This is an optimization exercise on Yosys and OpenROAD, whose aim is small area, a short achievable clock period and few clock cycles per item, not a production implementation. RTL that was checked went through simulation tests only; none was proved equivalent to the original. Power figures rest on the tool's default switching activity, not on a simulated workload.

## v6
// beacon_id_table_to_channel_mapper_unit
module beacon_id_table_to_channel_mapper_unit (
  input  logic         clk,
  input  logic         rst_n,
  input  logic         in_valid,
  output logic         in_ready,
  input  logic [1:0]   in_opcode,
  input  logic [7:0]   in_payload_length,
  input  logic [15:0]  in_company_id,
  input  logic [63:0]  in_sensor_id,
  input  logic [7:0]   in_accel_x,
  input  logic [7:0]   in_accel_y,
  input  logic [7:0]   in_accel_z,
  output logic         out_valid,
  input  logic         out_ready,
  output logic [3:0]   out_status,
  output logic [3:0]   out_entry_index,
  output logic [6:0]   out_channel_base,
  output logic [7:0]   out_x_positive,
  output logic [7:0]   out_x_negative,
  output logic [7:0]   out_y_positive,
  output logic [7:0]   out_y_negative,
  output logic [7:0]   out_z_positive,
  output logic [7:0]   out_z_negative,
  output logic         out_send_request,
  output logic         out_all_known_seen,
  input  logic         cfg_we,
  input  logic         cfg_wdata
);
Size: ~3500 cells after synthesis, about 1200 flip-flops, ~190 I/O pins, about 0.052 sq mm of cells after synthesis.
Settings: LEC_CHECK=0, CAP_MARGIN=20, CORE_MARGIN=2, CORE_UTILIZATION=40, CTS_BUF_LIST=sky130_fd_sc_hd__clkbuf_16, CTS_CLUSTER_DIAMETER=120, CTS_CLUSTER_SIZE=25, PLACE_DENSITY=0.8, SETUP_SLACK_MARGIN=2.5, SLEW_MARGIN=20; clock period 5.0 ns.
standard.sh (not shown) runs the stock make flow with config.mk's settings and CLKGATE_MAP_FILE= SYNTH_SCRIPT=/design/flow/synth_recipe.tcl, a recipe that flattens the netlist after the stock synthesis.
==> flow/flow/run.sh <==
#!/bin/bash
# The standard layout, except that the port buffers are buf_4 cells: left to itself
# buffer_ports picks a delay cell (clkdlybuf4s50_1) for every input and output port.
set -euo pipefail
export BUFFER_PORTS_ARGS="-buffer_cell sky130_fd_sc_hd__buf_4"
bash standard.sh > standard.log 2>&1
The inputs of v7 differ from those of v6 as listed below.
-- flow/design.v --
<<< v6, line 115
  logic [N-1:0]  tm_r;       
  logic [N-1:0]  seen_r;
  logic          out_en_r;
  logic          accept;
>>> v7, line 115
  logic [N-1:0]  tm_r;       
  logic [N-1:0]  seen_r;
  logic [N-1:0]  ma_r;       
  logic [N-1:0]  mb_r;       
  logic          out_en_r;
  logic          accept;
<<< v6, line 122
  logic          s2_v;
  logic [N-1:0]  s2_eq;
  logic          s2_look, s2_short, s2_scan, s2_clear, s2_add;
  logic [23:0]   s2_acc;
>>> v7, line 124
  logic          s2_v;
  logic [N-1:0]  s2_eq;
  logic          s2_eqp;
  logic [63:0]   s2_id;
  logic          s2_look, s2_short, s2_scan, s2_clear, s2_add;
  logic [23:0]   s2_acc;
<<< v6, line 130
      s2_eq[i] <= (id_mem[i] == in_sensor_id);
    end
    s2_look  <= sight && (in_payload_length >= 8'd21) && (in_company_id == 16'h015d);
    s2_short <= (in_payload_length < 8'd21);
>>> v7, line 134
      s2_eq[i] <= (id_mem[i] == in_sensor_id);
    end
    s2_eqp   <= (s2_id == in_sensor_id);
    s2_id    <= in_sensor_id;
    s2_look  <= sight && (in_payload_length >= 8'd21) && (in_company_id == 16'h015d);
    s2_short <= (in_payload_length < 8'd21);
<<< v6, line 139
  logic          is_sight;
  logic [N-1:0]  match, pre_m, fm;
  logic [N-1:0]  oh_t, oh_k;
  logic          any, khit, full, kfull, hit, append, grow;
  logic [N-1:0]  missing, low_m;
  logic          m_zero, m_one;
>>> v7, line 145
  logic          is_sight;
  logic [N-1:0]  match, pre_m, fm;
  logic [N-1:0]  oh_t, oh_k, we;
  logic          any, khit, full, kfull, hit;
  logic [N-1:0]  missing, low_m;
  logic          m_zero, m_one;
<<< v6, line 152
      oh_k[i] = km_r[i-1] && !km_r[i];
    end
    match = s2_eq & tm_r;
    pre_m[0] = 1'b0;
    for (int i = 1; i < N; i++) begin
>>> v7, line 158
      oh_k[i] = km_r[i-1] && !km_r[i];
    end
    match = (ma_r & s2_eq) | (mb_r & {N{s2_eqp}});
    pre_m[0] = 1'b0;
    for (int i = 1; i < N; i++) begin
<<< v6, line 180
  assign kfull = km_r[N-1];
  assign hit   = s2_look && any;
  assign append = s2_v && s2_look && !any && !full;    
  assign grow   = s2_v && s2_add && !kfull;            
  logic [3:0]    st_h, idx_h;
  logic [6:0]    base_h;
>>> v7, line 186
  assign kfull = km_r[N-1];
  assign hit   = s2_look && any;
  assign we    = (s2_v && s2_add) ? oh_k : oh_t;
  logic [3:0]    st_h, idx_h;
  logic [6:0]    base_h;
<<< v6, line 244
    end
    tm_r <= tm_n;
  end
  logic [N-1:0]  wpos;
  always_comb begin
    logic [N-1:0] oh0;
    oh0 = '0;
    oh0[0] = 1'b1;
    if (s2_v && s2_clear)       wpos = oh0;
    else if (grow)              wpos = {oh_k[N-2:0], 1'b0};
    else if (in_opcode == 2'd3) wpos = oh_k;
    else if (append)            wpos = {oh_t[N-2:0], 1'b0};
    else                        wpos = oh_t;
  end
  always_ff @(posedge clk) begin
    for (int i = 0; i < N; i++) begin
      if (accept && wpos[i]) begin
        id_mem[i] <= in_sensor_id;
      end
    end
>>> v7, line 249
    end
    tm_r <= tm_n;
    ma_r <= tm_n & ~we;
    mb_r <= tm_n & we;
  end
  always_ff @(posedge clk) begin
    for (int i = 0; i < N; i++) begin
      if (we[i]) begin
        id_mem[i] <= s2_id;
      end
    end
## What came out
- Higher critical-path maximum fanout among v6 and v7: v7
- Across both runs, cell area after synthesis was higher for v7 than for v6.
- When v7 is set beside v6, its routability-driven placement congestion ratio turns out to be about 5.4% larger.
- Non-clock buffer count for v7 is lower than for v6.
- Going from v6 to v7, critical path depth went down by 7, die height grew by 9.2 um.
- v7 against v6; total vias in the final route is up by a few percent.
- A launch point of the critical path of s2_id[52] is what v7 shows, while s2_eq[15] belongs to v6.
- Going from v6 to v7, clock buffer count in the final layout went up by about 7%; power went up by 0.61 mW; cell count after synthesis went up by 169; final area went down by about 2.2%; count of max-cap constraint violations was more or less identical.
Testbench counts of v7, summed over its fixed seeds: cycles 4,816, items 4,800.
Function not checked in v6: the RTL went through the layout flow alone.

========
Another version of the RTL of beacon_id_table_to_channel_mapper_unit (not shown whole).
Size in the first run: ~3800 cells after synthesis, ~1300 flip-flops, about 0.056 mm^2 of cells after synthesis.
export LEC_CHECK = 0
export CAP_MARGIN = 20
export CORE_MARGIN = 2
export CORE_UTILIZATION = 40
export CTS_BUF_LIST = sky130_fd_sc_hd__clkbuf_16
export CTS_CLUSTER_DIAMETER = 120
export CTS_CLUSTER_SIZE = 25
export PLACE_DENSITY = 0.8
export SETUP_SLACK_MARGIN = 2.5
export SLEW_MARGIN = 20
create_clock -name core_clock -period 5.0 [get_ports {clk}]
Scripts as last shown in full above: flow/flow/run.sh
Change:
--- a/flow/design.v
+++ b/flow/design.v
@@ -146,34 +146,25 @@
   logic [N-1:0]  match, pre_m, fm;
   logic [N-1:0]  oh_t, oh_k, we;
   logic          any, khit, full, kfull, hit;
   logic [N-1:0]  missing, low_m;
   logic          m_zero, m_one;
   assign is_sight = !s2_scan && !s2_clear && !s2_add;
-  logic [N-1:0]  w, pre_w, fw;
   always_comb begin
-    oh_t[0] = !tm_r[0];
-    oh_k[0] = !km_r[0];
-    for (int i = 1; i < N; i++) begin
-      oh_t[i] = tm_r[i-1] && !tm_r[i];
-      oh_k[i] = km_r[i-1] && !km_r[i];
-    end
     match = (ma_r & s2_eq) | (mb_r & {N{s2_eqp}});
     pre_m[0] = 1'b0;
     for (int i = 1; i < N; i++) begin
       pre_m[i] = pre_m[i-1] | match[i-1];
     end
     fm = match & ~pre_m;
-    if (s2_look) w = match | oh_t;
-    else if (s2_add) w = oh_k;
-    else w = '0;
-    pre_w[0] = 1'b0;
+    oh_t[0] = !tm_r[0];
+    oh_k[0] = !km_r[0];
     for (int i = 1; i < N; i++) begin
-      pre_w[i] = pre_w[i-1] | w[i-1];
+      oh_t[i] = tm_r[i-1] && !tm_r[i];
+      oh_k[i] = km_r[i-1] && !km_r[i];
     end
-    fw = w & ~pre_w;
     missing = km_r & ~seen_r;
     low_m[0] = 1'b0;
     for (int i = 1; i < N; i++) begin
       low_m[i] = low_m[i-1] | missing[i-1];
     end
     low_m = ~low_m & ~missing;
@@ -203,13 +194,15 @@
       st_h = 4'd6;
     end else if (s2_clear) begin
       st_h = 4'd7;
     end else begin
       st_h = kfull ? 4'd9 : 4'd8;
     end
-    sel = fw;
+    if (s2_look) sel = any ? fm : oh_t;
+    else if (s2_add) sel = oh_k;
+    else sel = '0;
     idx_h  = '0;
     base_h = '0;
     for (int i = 0; i < N; i++) begin
       if (sel[i]) begin
         idx_h  = idx_h | 4'(i);
         base_h = base_h | 7'(6 * i);
@@ -228,14 +221,16 @@
     if (!rst_n) begin
       km_r   <= '0;
       tm_n   = '0;
       seen_r <= '0;
     end else if (s2_v) begin
       if (s2_look) begin
-        seen_r <= seen_r | fw;
-        if (!any && !full) begin
+        if (any) begin
+          seen_r <= seen_r | fm;
+        end else if (!full) begin
+          seen_r <= seen_r | oh_t;
           tm_n   = {tm_r[N-2:0], 1'b1};
         end
       end else if (s2_scan) begin
         seen_r <= seen_r & ~km_r;
       end else if (s2_clear) begin
         km_r   <= '0;
What happened:
- The new run went through all stages and came out clean
- clock power is higher by a few percent
- global-route usage is lower by 4.2 points
- final cell count is higher slightly
- worst setup slack improved by 0.16 ns
- register-to-register slack improved by 0.16 ns
Testbench counts after the change, summed over its fixed seeds: cycles 4,816, items 4,800.
Only the layout flow was run in the first run of this note; the RTL was not checked for function there.

========
## job 5089
Another version of the RTL of beacon_id_table_to_channel_mapper_unit (not shown whole).
## beacon_id_table_to_channel_mapper_unit
module beacon_id_table_to_channel_mapper_unit (
  input  logic         clk,
  input  logic         rst_n,
  input  logic         in_valid,
  output logic         in_ready,
  input  logic [1:0]   in_opcode,
  input  logic [7:0]   in_payload_length,
  input  logic [15:0]  in_company_id,
  input  logic [63:0]  in_sensor_id,
  input  logic [7:0]   in_accel_x,
  input  logic [7:0]   in_accel_y,
  input  logic [7:0]   in_accel_z,
  output logic         out_valid,
  input  logic         out_ready,
  output logic [3:0]   out_status,
  output logic [3:0]   out_entry_index,
  output logic [6:0]   out_channel_base,
  output logic [7:0]   out_x_positive,
  output logic [7:0]   out_x_negative,
  output logic [7:0]   out_y_positive,
  output logic [7:0]   out_y_negative,
  output logic [7:0]   out_z_positive,
  output logic [7:0]   out_z_negative,
  output logic         out_send_request,
  output logic         out_all_known_seen,
  input  logic         cfg_we,
  input  logic         cfg_wdata
);
clock: 5.0 ns
lec_check: 0
cap_margin: 20
core_margin: 2
core_utilization: 40
cts_buf_list: sky130_fd_sc_hd__clkbuf_16
cts_cluster_diameter: 120
cts_cluster_size: 25
place_density: 0.8
setup_slack_margin: 2.5
slew_margin: 20
Scripts as last shown in full above: flow/flow/run.sh
Job 5089 has completed all stages; timing, DRC and antenna checks passed.
Edits applied to the flow inputs when going from job 5089 to job 6910:
--- a/flow/design.v
+++ b/flow/design.v
@@ -115,54 +115,54 @@
   logic [N-1:0]  km_r;       
   logic [N-1:0]  tm_r;       
   logic [N-1:0]  seen_r;
   logic [N-1:0]  ma_r;       
   logic [N-1:0]  mb_r;       
   logic          out_en_r;
   logic          accept;
   logic          ready_free_r, ready_held_r;
   assign in_ready = out_ready ? ready_free_r : ready_held_r;
   assign accept   = in_valid && in_ready;
   logic          s2_v;
-  logic [N-1:0]  s2_eq_q [2];    
-  logic [1:0]    s2_eqp_q;
+  logic [N-1:0]  s2_eq_q [4];    
+  logic [3:0]    s2_eqp_q;
   logic [63:0]   s2_id;
   logic          s2_look, s2_short, s2_scan, s2_clear, s2_add;
   logic [23:0]   s2_acc;
   always_ff @(posedge clk) begin
     logic sight;
     sight = (in_opcode == 2'd0);
-    for (int k = 0; k < 2; k++) begin
+    for (int k = 0; k < 4; k++) begin
       for (int i = 0; i < N; i++) begin
-        s2_eq_q[k][i] <= (id_mem[i][32*k +: 32] == in_sensor_id[32*k +: 32]);
+        s2_eq_q[k][i] <= (id_mem[i][16*k +: 16] == in_sensor_id[16*k +: 16]);
       end
-      s2_eqp_q[k] <= (s2_id[32*k +: 32] == in_sensor_id[32*k +: 32]);
+      s2_eqp_q[k] <= (s2_id[16*k +: 16] == in_sensor_id[16*k +: 16]);
     end
     s2_id    <= in_sensor_id;
     s2_look  <= sight && (in_payload_length >= 8'd21) && (in_company_id == 16'h015d);
     s2_short <= (in_payload_length < 8'd21);
     s2_scan  <= (in_opcode == 2'd1);
     s2_clear <= (in_opcode == 2'd2);
     s2_add   <= (in_opcode == 2'd3);
     s2_acc   <= {in_accel_x, in_accel_y, in_accel_z};
   end
   logic          is_sight;
   logic [N-1:0]  s2_eq;
   logic          s2_eqp;
   logic [N-1:0]  match, w, pre_w, fw;
   logic [N-1:0]  oh_t, oh_k, we;
   logic          any, khit, full, kfull, hit;
   logic [N-1:0]  missing, low_m;
   logic          m_zero, m_one;
   assign is_sight = !s2_scan && !s2_clear && !s2_add;
-  assign s2_eq    = s2_eq_q[0] & s2_eq_q[1];
+  assign s2_eq    = s2_eq_q[0] & s2_eq_q[1] & s2_eq_q[2] & s2_eq_q[3];
   assign s2_eqp   = &s2_eqp_q;
   always_comb begin
     oh_t[0] = !tm_r[0];
     oh_k[0] = !km_r[0];
     for (int i = 1; i < N; i++) begin
       oh_t[i] = tm_r[i-1] && !tm_r[i];
       oh_k[i] = km_r[i-1] && !km_r[i];
     end
     match = (ma_r & s2_eq) | (mb_r & {N{s2_eqp}});
     if (s2_look) w = match | oh_t;
     else if (s2_add) w = oh_k;
[summary]
Side by side, sequential element share of the synthesized area turned out higher in job 6910 than in job 5089.
Of job 5089 and job 6910, job 5089 shows the lower number of buffer and inverter stages on the critical path, with job 6910 above it.
Cmp job 5089 and job 6910 / met1 routing resource usage after global routing / lower: job 6910
Comparing job 5089 and job 6910, the higher total number of vias was measured on job 5089.
Of job 6910 and job 5089, it is job 6910 that has the lower global routing usage summed across all routing layers.
Job 6910 packs its core looser than job 5089.
No run of this note included a check of the RTL's function; only the layout flow was run.

========
beacon_id_table_to_channel_mapper_unit, a different RTL version from the one above (not shown whole).
Size: roughly 1300 flip-flops, about 190 I/O pins, roughly 0.055 mm^2 of cells after synthesis.
export LEC_CHECK = 0
export CAP_MARGIN = 20
export CORE_MARGIN = 2
export CORE_UTILIZATION = 40
export CTS_BUF_LIST = sky130_fd_sc_hd__clkbuf_16
export CTS_CLUSTER_DIAMETER = 120
export CTS_CLUSTER_SIZE = 25
export PLACE_DENSITY = 0.8
export SETUP_SLACK_MARGIN = 2.5
export SLEW_MARGIN = 20
create_clock -name core_clock -period 5.0 [get_ports {clk}]
Scripts as last shown in full above: flow/flow/run.sh
Testbench counts at the start, summed over its fixed seeds: cycles 4,816, items 4,800.
Edit:
--- a/flow/design.v
+++ b/flow/design.v
@@ -149,52 +149,62 @@
   logic          is_sight;
   logic [N-1:0]  match, pre_m, fm;
   logic [N-1:0]  oh_t, oh_k, we;
   logic          any, khit, full, kfull, hit;
   logic [N-1:0]  missing, low_m;
   logic          m_zero, m_one;
   assign is_sight = !s2_scan && !s2_clear && !s2_add;
   assign s2_eq    = s2_eq_lo & s2_eq_hi;
   assign s2_eqp   = s2_eqp_lo && s2_eqp_hi;
   logic [N-1:0]  w, pre_w, fw;
+  logic [N-1:0]  ma_eq, fa, pre_a, w0;
+  logic          any_a, any_b, mbv;
   always_comb begin
     oh_t[0] = !tm_r[0];
     oh_k[0] = !km_r[0];
     for (int i = 1; i < N; i++) begin
       oh_t[i] = tm_r[i-1] && !tm_r[i];
       oh_k[i] = km_r[i-1] && !km_r[i];
     end
     match = (ma_r & s2_eq) | (mb_r & {N{s2_eqp}});
+    ma_eq = ma_r & s2_eq;
+    any_a = |ma_eq;
+    any_b = mbv && s2_eqp;
     pre_m[0] = 1'b0;
     for (int i = 1; i < N; i++) begin
       pre_m[i] = pre_m[i-1] | match[i-1];
     end
     fm = match & ~pre_m;
-    if (s2_look) w = match | oh_t;
-    else if (s2_add) w = oh_k;
-    else w = '0;
-    pre_w[0] = 1'b0;
+    pre_a[0] = 1'b0;
     for (int i = 1; i < N; i++) begin
-      pre_w[i] = pre_w[i-1] | w[i-1];
+      pre_a[i] = pre_a[i-1] | ma_eq[i-1];
     end
-    fw = w & ~pre_w;
+    fa = ma_eq & ~pre_a;
+    w0 = any_b ? mb_r : oh_t;
+    if (s2_look) w = any_a ? ma_eq : w0;
+    else if (s2_add) w = oh_k;
+    else w = '0;
+    if (s2_look) fw = any_a ? fa : w0;
+    else if (s2_add) fw = oh_k;
+    else fw = '0;
     missing = km_r & ~seen_r;
     low_m[0] = 1'b0;
     for (int i = 1; i < N; i++) begin
       low_m[i] = low_m[i-1] | missing[i-1];
     end
     low_m = ~low_m & ~missing;
     m_zero = (missing == '0);
     m_one  = ((missing & (missing - 1'b1)) == '0);
   end
-  assign any   = |match;
-  assign khit  = |(match & km_r);
+  assign mbv   = |mb_r;
+  assign any   = any_a || any_b;
+  assign khit  = |(ma_eq & km_r) || (s2_eqp && |(mb_r & km_r));
   assign full  = tm_r[N-1];
   assign kfull = km_r[N-1];
   assign hit   = s2_look && any;
   assign we    = (s2_v && s2_add) ? oh_k : oh_t;
   function automatic logic [3:0] penc16(input logic [15:0] v);
     logic [3:0] z;
     logic [1:0] l [4];
     logic [1:0] hi, lo;
     for (int g = 0; g < 4; g++) begin
       z[g]     = (v[4*g +: 4] == 4'd0);
=>
- clock-buffer cell count stays the same
- combinational power goes up by 32%
- wire length went up by about 11%
- sequential cell count stays the same
- die area grows by 1.7%
- utilization increases by 0.28 points
- cell area grows by 2.9%
- final cell count rises by about 5%
- power increases by 4.8%
- register-to-register slack got worse by 0.20 ns
- area after synthesis rises by about 1.7%
- global-route usage went up by 2.1 points
The RTL of the second run of this note was laid out without a check of its function.

## static timing again, ports no longer ideal
The flow's constraints put no driver on any port. The routed layouts listed below were extracted and timed again, unchanged, in two steps. Step 1: set_driving_cell puts a clkbuf_16 on clk and a buf_2 on each other input, an assumption about the parent block. Step 2 times the ports against the registers' clock, not the clock port: input delays grow and output delays shrink by t, the midpoint of the rising clock arrivals with the driver on. Slacks: ideal ports / drivers / drivers and shift; pairs: ideal ports / drivers.
run	t (ns)	setup WS [ns]	hold slack, ns	slew at the worst register clock pin (ns)
v6	0.778	2.215 / 2.215 / 1.632	0.416 / 0.371 / 0.440	0.12 / 0.12
v7	0.795	2.373 / 2.373 / 1.633	0.406 / 0.363 / 0.445	0.11 / 0.11
the first run of note 2	0.807	2.260 / 2.260 / 1.533	0.410 / 0.361 / 0.477	0.12 / 0.12
the second run of note 2	0.768	2.419 / 2.419 / 1.719	0.396 / 0.352 / 0.436	0.11 / 0.11
job 5089	0.778	2.432 / 2.376 / 1.787	0.323 / 0.323 / 0.323	0.11 / 0.11
job 6910	0.766	2.134 / 2.134 / 1.754	0.336 / 0.336 / 0.336	0.11 / 0.11
the first run of note 4	0.785	2.393 / 2.393 / 1.895	0.393 / 0.346 / 0.446	0.12 / 0.12
the second run of note 4	0.775	2.194 / 2.195 / 1.813	0.374 / 0.327 / 0.452	0.11 / 0.11
After both steps every run listed still meets setup and hold. For v7, which loses most, drivers alone change the setup slack by 0.000 ns; drivers and shift together by -0.740 ns.
